What follows belongs to an exercise in optimizing a design on an open flow for small area; a production flow would make more cautious choices. RTL that was checked went through simulation tests only; none was proved equivalent to the original. Power figures rest on the tool's default switching activity, not on a simulated workload. The clock port is modelled as an ideal driver; clocking choices that lean on that would not hold on a real chip.

== sierra ==
Design vga_color_pipe, start of the top module:
module vga_color_pipe #(
    parameter int unsigned IN_W     = 8,
    parameter int unsigned CH_W     = 4,
    parameter int unsigned BR_W     = 4,
    parameter int unsigned FADE_DIV = 2
) (
    input  logic                clk_25m,
    input  logic                rst_n,
    input  logic                valid,
    input  logic [IN_W-1:0]     screen_data,
    input  logic [1:0]          mode,
    input  logic                pal_we,
    input  logic [IN_W-1:0]     pal_addr,
    input  logic [3*CH_W-1:0]   pal_wdata,
    input  logic                frame_tick,
    input  logic                fade_start,
    input  logic                fade_dir,
    output logic [3*CH_W-1:0]   rgb,
    output logic                rgb_valid,
    output logic                fade_busy,
    output logic                fade_done
);
For scale: roughly 9400 cells after synthesis, about 3100 flip-flops, about 52 I/O pins, roughly 0.10 mm² of cells after synthesis.
==> flow/config.mk <==
export PLATFORM = sky130hd
export DESIGN_NAME = vga_color_pipe
export DESIGN_NICKNAME = vga_color_pipe
export VERILOG_FILES = /design/flow/design.v
export SDC_FILE = /design/flow/constraint.sdc
export NUM_CORES = 4
export LEC_CHECK = 0
export CAP_MARGIN = 20
export CORE_MARGIN = 2
export CORE_UTILIZATION = 65
export CTS_CLUSTER_DIAMETER = 100
export CTS_CLUSTER_SIZE = 28
export SLEW_MARGIN = 20
export SYNTH_HIERARCHICAL = 1
export SYNTH_MINIMUM_KEEP_SIZE = 0
==> flow/constraint.sdc <==
create_clock -name core_clock -period 10.0 [get_ports {clk_25m}]
set_input_delay 2.0000 -clock core_clock [delete_from_list [all_inputs] [get_ports {clk_25m}]]
set_output_delay 2.0000 -clock core_clock [all_outputs]
set_load 0.01 [all_outputs]
standard.sh (not shown) runs the stock make flow with config.mk's settings and CLKGATE_MAP_FILE= SYNTH_SCRIPT=/design/flow/synth_recipe.tcl, a recipe that flattens the netlist after the stock synthesis.
==> flow/flow/run.sh <==
#!/bin/bash
# Own flow: the standard layout (standard.sh, unchanged synthesis) with
# different clock-tree and port-buffer options passed through ORFS's own
# environment hooks. Every tool's output goes to a log in this folder.
set -euo pipefail
export CTS_ARGS="-sink_clustering_enable -repair_clock_nets -dont_use_dummy_load -sink_clustering_size 28 -sink_clustering_max_diameter 100"
export BUFFER_PORTS_ARGS="-buffer_cell sky130_fd_sc_hd__buf_1"
bash standard.sh > standard_flow.log 2>&1
Here is what was changed in the inputs of zinc compared with sierra.
diff --git a/flow/design.v b/flow/design.v
--- a/flow/design.v
+++ b/flow/design.v
@@ -104,35 +104,32 @@
     end
     localparam logic [1:0] IDLE = 2'd0, FADE_OUT = 2'd1, FADE_IN = 2'd2;
     logic [1:0]    r_state, w_state_nx;
     logic [BR_W:0] r_level, w_level_nx, w_target, w_step;
     logic          r_div, w_div_nx;
     logic          r_done, w_done_nx;
     function automatic logic [CH_W-1:0] scale(input logic [CH_W-1:0] c,
                                               input logic [BR_W:0]   lvl);
         logic [CH_W+BR_W:0] p;
         p = {{(BR_W+1){1'b0}}, c} * {{CH_W{1'b0}}, lvl};
         scale = p[BR_W +: CH_W];
     endfunction
-    logic [11:0] w_scaled;
-    vcp_scale u_s0 (.c(r_s1_ch[3:0]), .l(r_level), .y(w_scaled[3:0]));
-    vcp_scale u_s1 (.c(r_s1_ch[7:4]), .l(r_level), .y(w_scaled[7:4]));
-    vcp_scale u_s2 (.c(r_s1_ch[11:8]), .l(r_level), .y(w_scaled[11:8]));
     always_ff @(posedge clk_25m) begin
         if (!rst_n) begin
             rgb       <= '0;
             rgb_valid <= 1'b0;
         end else begin
             rgb_valid <= r_s1_valid;
-            rgb       <= w_scaled;
+            rgb       <= {scale(r_s1_ch[11:8], r_level), scale(r_s1_ch[7:4], r_level),
+                          scale(r_s1_ch[3:0], r_level)};
         end
     end
     always_ff @(posedge clk_25m) begin
         if (!rst_n) begin
             r_state <= IDLE;
             r_level <= 5'd16;
             r_div   <= 1'b0;
             r_done  <= 1'b0;
         end else begin
             r_state <= w_state_nx;
             r_level <= w_level_nx;
             r_div   <= w_div_nx;
@@ -213,43 +210,12 @@
             end
             2'd2: begin
                 c0 = d[7:4];
                 c1 = d[7:4];
                 c2 = d[7:4];
             end
             default: begin
             end
         endcase
     end
     assign ch = keep ? {c2, c1, c0} : 12'd0;
 endmodule
-module vcp_scale (input logic [3:0] c, input logic [4:0] l, output logic [3:0] y);
-    logic [3:0] pa, pb, pd, pe;    
-    assign pa = {4{c[0]}} & l[3:0];
-    assign pb = {4{c[1]}} & l[3:0];
-    assign pd = {4{c[2]}} & l[3:0];
-    assign pe = {4{c[3]}} & l[3:0];
-    logic k1, s2, k2, s3, k3, s4, k4;
-    assign k1 = pa[1] & pb[0];
-    vcp_fa u_r1_2 (.a(pa[2]), .b(pb[1]), .ci(k1), .s(s2), .co(k2));
-    vcp_fa u_r1_3 (.a(pa[3]), .b(pb[2]), .ci(k2), .s(s3), .co(k3));
-    vcp_ha u_r1_4 (.a(pb[3]), .b(k3), .s(s4), .co(k4));
-    logic m2, t3, m3, t4, m4, t5, m5;
-    assign m2 = s2 & pd[0];
-    vcp_fa u_r2_3 (.a(s3), .b(pd[1]), .ci(m2), .s(t3), .co(m3));
-    vcp_fa u_r2_4 (.a(s4), .b(pd[2]), .ci(m3), .s(t4), .co(m4));
-    vcp_fa u_r2_5 (.a(k4), .b(pd[3]), .ci(m4), .s(t5), .co(m5));
-    logic n3, n4, n5, p4, p5, p6, p7;
-    assign n3 = t3 & pe[0];
-    vcp_fa u_r3_4 (.a(t4), .b(pe[1]), .ci(n3), .s(p4), .co(n4));
-    vcp_fa u_r3_5 (.a(t5), .b(pe[2]), .ci(n4), .s(p5), .co(n5));
-    vcp_fa u_r3_6 (.a(m5), .b(pe[3]), .ci(n5), .s(p6), .co(p7));
-    assign y = {p7, p6, p5, p4} | ({4{l[4]}} & c);
-endmodule
-module vcp_fa (input logic a, b, ci, output logic s, co);
-    assign s  = a ^ b ^ ci;
-    assign co = (a & b) | (a & ci) | (b & ci);
-endmodule
-module vcp_ha (input logic a, b, output logic s, co);
-    assign s  = a ^ b;
-    assign co = a & b;
-endmodule
Notes after the runs:
On delay contributed by the slowest stage of the critical path, the lower figure sits with zinc, not sierra.
Any difference in leakage component of the power between sierra and zinc is small enough to ignore.
| parity-gate share of the synthesized area counting xor and xnor cells | sierra vs zinc | ≈ equal |
As far as clock net sink count goes, sierra and zinc are indistinguishable; the numbers are identical.
Count of antenna diodes in the layout delta for zinc relative to sierra: 5 lower
Design area grows slightly when moving from sierra to zinc.
The RTL of zinc was laid out without a check of its function.

==> static timing again, ports no longer ideal <==
The flow's constraints put no driver on any port. The routed layouts listed below were extracted and timed again, unchanged, in two steps. Step 1 sets driving cells, clkbuf_16 on the clock port and buf_2 on the other inputs (assumed; they add their load-dependent delay and slew). Step 2 also shifts input and output timing later by t, the mid clock arrival at the registers, as if the neighbouring blocks saw the same clock. Slacks: no drivers / after step 1 / after step 2; pairs: no drivers / after step 1.
| run | t, ns | setup slack, ns | hold slack, ns | worst setup path after step 2 | worst register clock-pin slew, ns |
|---|---|---|---|---|---|
| sierra | 0.877 | 3.133 / 3.187 / 2.311 | 0.423 / 0.423 / 0.423 | input to register | 0.12 / 0.12 |
| zinc | 0.883 | 2.619 / 2.660 / 1.776 | 0.448 / 0.448 / 0.448 | input to register | 0.12 / 0.12 |
After both steps setup and hold are still met in every run listed. The setup slack of zinc, which loses most, moves by +0.041 ns with the drivers and by -0.843 ns with both steps.
